What follows belongs to an exercise in optimizing a design on an open flow for small area, a short achievable clock period and few clock cycles per item; a production flow would make more cautious choices.
Where RTL was checked, it was by simulation tests only, not by an equivalence proof against the original.

Design dct8_stream, start of the top module:
module dct8_stream #(
    parameter int IN_W        = 8,
    parameter int OUT_W       = 14,
    parameter int LEVEL_SHIFT = 0
) (
    input  logic                    clk,
    input  logic                    rst,
    input  logic                    en,
    input  logic                    in_valid,
    output logic                    in_ready,
    input  logic [IN_W-1:0]         x0,
    input  logic [IN_W-1:0]         x1,
    input  logic [IN_W-1:0]         x2,
    input  logic [IN_W-1:0]         x3,
    input  logic [IN_W-1:0]         x4,
    input  logic [IN_W-1:0]         x5,
    input  logic [IN_W-1:0]         x6,
    input  logic [IN_W-1:0]         x7,
    output logic                    out_valid,
    input  logic                    out_ready,
    output logic signed [OUT_W-1:0] y0,
    output logic signed [OUT_W-1:0] y1,
    output logic signed [OUT_W-1:0] y2,
    output logic signed [OUT_W-1:0] y3,
    output logic signed [OUT_W-1:0] y4,
    output logic signed [OUT_W-1:0] y5,
    output logic signed [OUT_W-1:0] y6,
    output logic signed [OUT_W-1:0] y7
);
For scale: roughly 180 I/O pins, roughly 0.035 sq mm of cells after synthesis.
==> flow/config.mk <==
export PLATFORM = sky130hd
export DESIGN_NAME = dct8_stream
export DESIGN_NICKNAME = dct8_stream
export VERILOG_FILES = /design/flow/design.v
export SDC_FILE = /design/flow/constraint.sdc
export NUM_CORES = 4
export LEC_CHECK = 0
export CAP_MARGIN = 20
export CORE_MARGIN = 2
export CORE_UTILIZATION = 50
export SLEW_MARGIN = 20
export SYNTH_HIERARCHICAL = 1
==> flow/constraint.sdc <==
create_clock -name core_clock -period 12.0 [get_ports {clk}]
set_input_delay 2.4000 -clock core_clock [delete_from_list [all_inputs] [get_ports {clk}]]
set_output_delay 2.4000 -clock core_clock [all_outputs]
set_load 0.01 [all_outputs]
standard.sh (not shown) runs the stock make flow with config.mk's settings and CLKGATE_MAP_FILE= SYNTH_SCRIPT=/design/flow/synth_recipe.tcl, a recipe that flattens the netlist after the stock synthesis.
==> flow/flow/run.sh <==
#!/bin/bash
# Standard ORFS layout, with repair_timing aiming below the clock period and
# plain buffers on the ports.
set -euo pipefail
bash standard.sh SETUP_SLACK_MARGIN=7.4 "BUFFER_PORTS_ARGS=-buffer_cell sky130_fd_sc_hd__buf_2" finish > standard_flow.log 2>&1
Change:
--- a/flow/design.v
+++ b/flow/design.v
@@ -1734,24 +1734,24 @@
     dct_fa us11 (.a(ss_r[6]), .b(sc_r[5]), .c(a3_r[6]), .s(s11), .co(c12));
     dct_fa us13 (.a(ss_r[7]), .b(sc_r[6]), .c(a3_r[7]), .s(s13), .co(c14));
     dct_fa us15 (.a(ss_r[8]), .b(sc_r[7]), .c(a3_r[8]), .s(s15), .co(c16));
     dct_ha us17 (.a(es_r[1]), .b(ec_r[0]), .s(s17), .co(c18));
     dct_fa us19 (.a(es_r[2]), .b(ec_r[1]), .c(a3_r[2]), .s(s19), .co(c20));
     dct_fa us21 (.a(es_r[3]), .b(ec_r[2]), .c(a3_r[3]), .s(s21), .co(c22));
     dct_fa us23 (.a(es_r[4]), .b(ec_r[3]), .c(a3_r[4]), .s(s23), .co(c24));
     dct_fa us25 (.a(es_r[5]), .b(ec_r[4]), .c(a3_r[5]), .s(s25), .co(c26));
     dct_fa us27 (.a(es_r[6]), .b(ec_r[5]), .c(a3_r[6]), .s(s27), .co(c28));
     dct_fa us29 (.a(es_r[7]), .b(ec_r[6]), .c(a3_r[7]), .s(s29), .co(c30));
     dct_fa us31 (.a(es_r[8]), .b(ec_r[7]), .c(a3_r[8]), .s(s31), .co(c32));
-    dct_add #(.W(9), .IB(1)) ud0 (.a(a0_r), .b(a3_r), .y(d0p), .yn(d0n));
-    dct_add #(.W(9), .IB(1)) ud1 (.a(a1_r), .b(a2_r), .y(d1p), .yn(d1n));
+    dct_add_cs ud0 (.a(a0_r), .b(a3_r), .y(d0p), .yn(d0n));
+    dct_add_cs ud1 (.a(a1_r), .b(a2_r), .y(d1p), .yn(d1n));
     dct_ha us33 (.a(ss_r[0]), .b(a3_r[0]), .s(s33), .co(c34));
     dct_fa us35 (.a(a3_r[1]), .b(s1), .c(1'b1), .s(s35), .co(c36));
     dct_ha us37 (.a(c14), .b(c10), .s(s37), .co(c38));
     dct_fa us39 (.a(sc_r[8]), .b(c2), .c(c16), .s(s39), .co(c40));
     dct_ha us41 (.a(c12), .b(c8), .s(s41), .co(c42));
     dct_ha us43 (.a(c14), .b(c10), .s(s43), .co(c44));
     dct_fa us45 (.a(a3_r[1]), .b(ss_r[0]), .c(a3_r[0]), .s(s45), .co(c46));
     dct_fa us47 (.a(a3_r[1]), .b(c2), .c(s1), .s(s47), .co(c48));
     dct_ha us49 (.a(c10), .b(c6), .s(s49), .co(c50));
     dct_fa us51 (.a(c2), .b(s33), .c(c12), .s(s51), .co(c52));
     dct_fa us53 (.a(c8), .b(c4), .c(s13), .s(s53), .co(c54));
@@ -2726,11 +2726,42 @@
     logic [4:0] p0, p1;    
     assign p0[0] = 1'b1;
     assign p1[0] = 1'b1;
     for (genvar j = 1; j < 5; j++) begin : g_p
         assign p0[j] = &u0[j-1:0];
         assign p1[j] = &u1[j-1:0];
     end
     assign ch     = c5 | (cl & (&u0));
     assign y[4:0] = u0 ^ ({5{cl}} & p0);
     assign y[9:5] = u1 ^ ({5{ch}} & p1);
 endmodule
+module dct_add_cs (
+    input  logic [8:0] a,
+    input  logic [8:0] b,
+    output logic [9:0] y,
+    output logic [9:0] yn
+);
+    logic [4:0] lo, h0, h1;
+    logic       c5;
+    dct_csl u_lo (.a(a[4:0]), .b(b[4:0]), .y(lo), .co(c5));
+    dct_csh #(.CI(0)) u_h0 (.a(a[8:5]), .b(b[8:5]), .y(h0));
+    dct_csh #(.CI(1)) u_h1 (.a(a[8:5]), .b(b[8:5]), .y(h1));
+    assign y  = {c5 ? h1 : h0, lo};
+    assign yn = ~y;
+endmodule
+module dct_csl (
+    input  logic [4:0] a,
+    input  logic [4:0] b,
+    output logic [4:0] y,
+    output logic       co
+);
+    assign {co, y} = {1'b0, a} + {1'b0, ~b};
+endmodule
+module dct_csh #(
+    parameter int CI = 0
+) (
+    input  logic [3:0] a,
+    input  logic [3:0] b,
+    output logic [4:0] y
+);
+    assign y = {1'b0, a} + {1'b0, ~b} + 5'(CI);
+endmodule
The changed run passed the timing, design-rule and antenna checks.
Final area went up by 0.86%.
Routed wire length went up by 0.63%.
Via count went up by 1.5%.
Non-clock buffer count went up by 20.
Worst setup slack improves by 0.053 ns.
Die area went up by 1.1%.
No run of this note included a check of the RTL's function; only the layout flow was run.

* * *

dct8_stream, a different RTL version from the one above (not shown whole).
For scale: ~180 I/O pins, ~36000 sq um of cells after synthesis.
Settings: LEC_CHECK=0, ABC_AREA=1, CAP_MARGIN=20, CORE_MARGIN=2, CORE_UTILIZATION=50, SLEW_MARGIN=20, SYNTH_HIERARCHICAL=1; clock period 12.0 ns.
Scripts as last shown in full above: flow/flow/run.sh
Testbench counts at the start, summed over its fixed seeds: cycles 1,040, items 1,024.
==> next run, changes <==
--- a/flow/design.v
+++ b/flow/design.v
@@ -71,33 +71,44 @@
     logic [8:0] b_n [4];
     for (genvar i = 0; i < 4; i++) begin : g_bfly
         dct_addsub #(.W(8), .SUB(0)) ua (.a(xm[i]), .b(xm[7-i]), .y(a_n[i]));
         dct_addsub #(.W(8), .SUB(1)) ub (.a(xm[i]), .b(xm[7-i]), .y(b_n[i]));
     end
     logic [8:0] ss_n, sc_n, es_n, ec_n;
     for (genvar j = 0; j < 9; j++) begin : g_l1
         dct_fa us (.a(a_n[0][j]), .b(a_n[1][j]), .c(a_n[2][j]), .s(ss_n[j]), .co(sc_n[j]));
         dct_fa ue (.a(a_n[1][j]), .b(a_n[2][j]), .c(~a_n[0][j]), .s(es_n[j]), .co(ec_n[j]));
     end
+    logic [4:0] dl0_n, dl1_n;
+    logic       dc0_n, dc1_n;
+    dct_subl ul0 (.a(a_n[0][4:0]), .b(a_n[3][4:0]), .y(dl0_n), .co(dc0_n));
+    dct_subl ul1 (.a(a_n[1][4:0]), .b(a_n[2][4:0]), .y(dl1_n), .co(dc1_n));
     logic [8:0] ss_r, sc_r, es_r, ec_r;
-    logic [8:0] a0_r, a1_r, a2_r, a3_r;
+    logic [8:0] a3_r;
+    logic [3:0] a0h_r, a1h_r, a2h_r;
+    logic [4:0] dl0_r, dl1_r;
+    logic       dc0_r, dc1_r;
     logic [8:0] b0_r, b1_r, b2_r, b3_r;
     always_ff @(posedge clk) begin
         if (en & r2) begin
             ss_r <= ss_n;
             sc_r <= sc_n;
             es_r <= es_n;
             ec_r <= ec_n;
-            a0_r <= a_n[0];
-            a1_r <= a_n[1];
-            a2_r <= a_n[2];
-            a3_r <= a_n[3];
+            a0h_r <= a_n[0][8:5];
+            a1h_r <= a_n[1][8:5];
+            a2h_r <= a_n[2][8:5];
+            a3_r  <= a_n[3];
+            dl0_r <= dl0_n;
+            dl1_r <= dl1_n;
+            dc0_r <= dc0_n;
+            dc1_r <= dc1_n;
             b0_r <= b_n[0];
             b1_r <= b_n[1];
             b2_r <= b_n[2];
             b3_r <= b_n[3];
         end
     end
     logic [9:0] yv [8];
     logic s1;
     logic c2;
     logic s3;
@@ -1761,22 +1772,24 @@
     dct_fa us15 (.a(ss_r[8]), .b(sc_r[7]), .c(a3_r[8]), .s(s15), .co(c16));
     assign s17 = es_r[1] ^ ec_r[0];
     assign c18 = es_r[1] | ec_r[0];
     dct_fa us19 (.a(es_r[2]), .b(ec_r[1]), .c(~a3_r[2]), .s(s19), .co(c20));
     dct_fa us21 (.a(es_r[3]), .b(ec_r[2]), .c(~a3_r[3]), .s(s21), .co(c22));
     dct_fa us23 (.a(es_r[4]), .b(ec_r[3]), .c(~a3_r[4]), .s(s23), .co(c24));
     dct_fa us25 (.a(es_r[5]), .b(ec_r[4]), .c(~a3_r[5]), .s(s25), .co(c26));
     dct_fa us27 (.a(es_r[6]), .b(ec_r[5]), .c(~a3_r[6]), .s(s27), .co(c28));
     dct_fa us29 (.a(es_r[7]), .b(ec_r[6]), .c(~a3_r[7]), .s(s29), .co(c30));
     dct_fa us31 (.a(es_r[8]), .b(ec_r[7]), .c(~a3_r[8]), .s(s31), .co(c32));
-    dct_addsub #(.W(9), .SUB(1)) ud0 (.a(a0_r), .b(a3_r), .y(d0));
-    dct_addsub #(.W(9), .SUB(1)) ud1 (.a(a1_r), .b(a2_r), .y(d1));
+    dct_subh ud0 (.a(a0h_r), .b(a3_r[8:5]), .ci(dc0_r), .y(d0[9:5]));
+    dct_subh ud1 (.a(a1h_r), .b(a2h_r), .ci(dc1_r), .y(d1[9:5]));
+    assign d0[4:0] = dl0_r;
+    assign d1[4:0] = dl1_r;
     dct_fa us33 (.a(~a3_r[0]), .b(a3_r[1]), .c(ss_r[0]), .s(s33), .co(c34));
     dct_fa us35 (.a(sc_r[8]), .b(a3_r[1]), .c(ss_r[0]), .s(s35), .co(c36));
     dct_ha us37 (.a(s1), .b(c16), .s(s37), .co(c38));
     dct_ha us39 (.a(c2), .b(c14), .s(s39), .co(c40));
     dct_fa us41 (.a(ss_r[0]), .b(a3_r[0]), .c(a3_r[1]), .s(s41), .co(c42));
     dct_ha us43 (.a(c10), .b(c6), .s(s43), .co(c44));
     dct_fa us45 (.a(a3_r[1]), .b(c12), .c(c8), .s(s45), .co(c46));
     dct_fa us47 (.a(s1), .b(c4), .c(s5), .s(s47), .co(c48));
     dct_fa us49 (.a(c14), .b(c10), .c(s15), .s(s49), .co(c50));
     dct_fa us51 (.a(c2), .b(c6), .c(s7), .s(s51), .co(c52));
@@ -2817,10 +2830,28 @@
     assign p0[0] = 1'b1;
     assign p1[0] = 1'b1;
     for (genvar j = 1; j < 5; j++) begin : g_p
         assign p0[j] = &u0[j-1:0];
         assign p1[j] = &u1[j-1:0];
     end
     assign ch     = c5 | (cl & (&u0));
     assign y[4:0] = u0 ^ ({5{cl}} & p0);
     assign y[9:5] = u1 ^ ({5{ch}} & p1);
 endmodule
+module dct_subl (
+    input  logic [4:0] a,
+    input  logic [4:0] b,
+    output logic [4:0] y,
+    output logic       co
+);
+    assign {co, y} = {1'b0, a} + {1'b0, ~b} + 6'd1;
+endmodule
+module dct_subh (
+    input  logic [3:0] a,
+    input  logic [3:0] b,
+    input  logic       ci,
+    output logic [4:0] y
+);
+    logic [4:0] t;
+    assign t = {1'b0, a} + {1'b0, ~b} + {4'd0, ci};
+    assign y = {~t[4], t[3:0]};
+endmodule
Result:
- The new run ran to the end with no violations
- core utilization went down by 0.79 points
- wire length went down by 2.8%
- synthesized area went down by 1.0%
- sequential share of layout area went up by 0.13 points
- hold slack improves by 0.0040 ns
- final cell count went down by 1.9%
- via count went down by 2.4%
- clock-buffer cell count went down by 1
- clock skew went down by 0.010 ns
- worst setup slack degrades by 0.020 ns
- sequential cell count went down by 3
Testbench counts after the change, summed over its fixed seeds: cycles 1,040, items 1,024.

-- re-timing with driven ports --
In the flow no input, the clock included, has a driving cell. The finished layouts below were timed again as built, in two steps. Step 1 sets driving cells, clkbuf_16 on the clock port and buf_2 on the other inputs (assumed; they add their load-dependent delay and slew). Step 2 adds t to the input delays and takes it off the output delays; t is the mean of the earliest and latest rising clock arrival at the registers after step 1. Input paths then give back, and output paths get back, about the clock's delay inside the block. Slacks: ideal ports / drivers / drivers and shift; pairs: ideal ports / drivers.
run	t, ns	setup slack, ns	latest minus earliest clock arrival (ns)	pins driven straight from the clock port
the first run of note 1	0.635	7.177 / 7.177 / 6.995	0.025 / 0.025	1
the second run of note 1	0.619	7.230 / 7.230 / 6.943	0.049 / 0.048	1
the first run of note 2	0.626	7.552 / 7.547 / 7.253	0.036 / 0.036	1
the second run of note 2	0.600	7.532 / 7.532 / 7.208	0.026 / 0.026	1
After both steps every run listed still meets setup and hold. The setup slack of the second run of note 2, which loses most, moves by 0.000 ns with the drivers and by -0.324 ns with both steps.
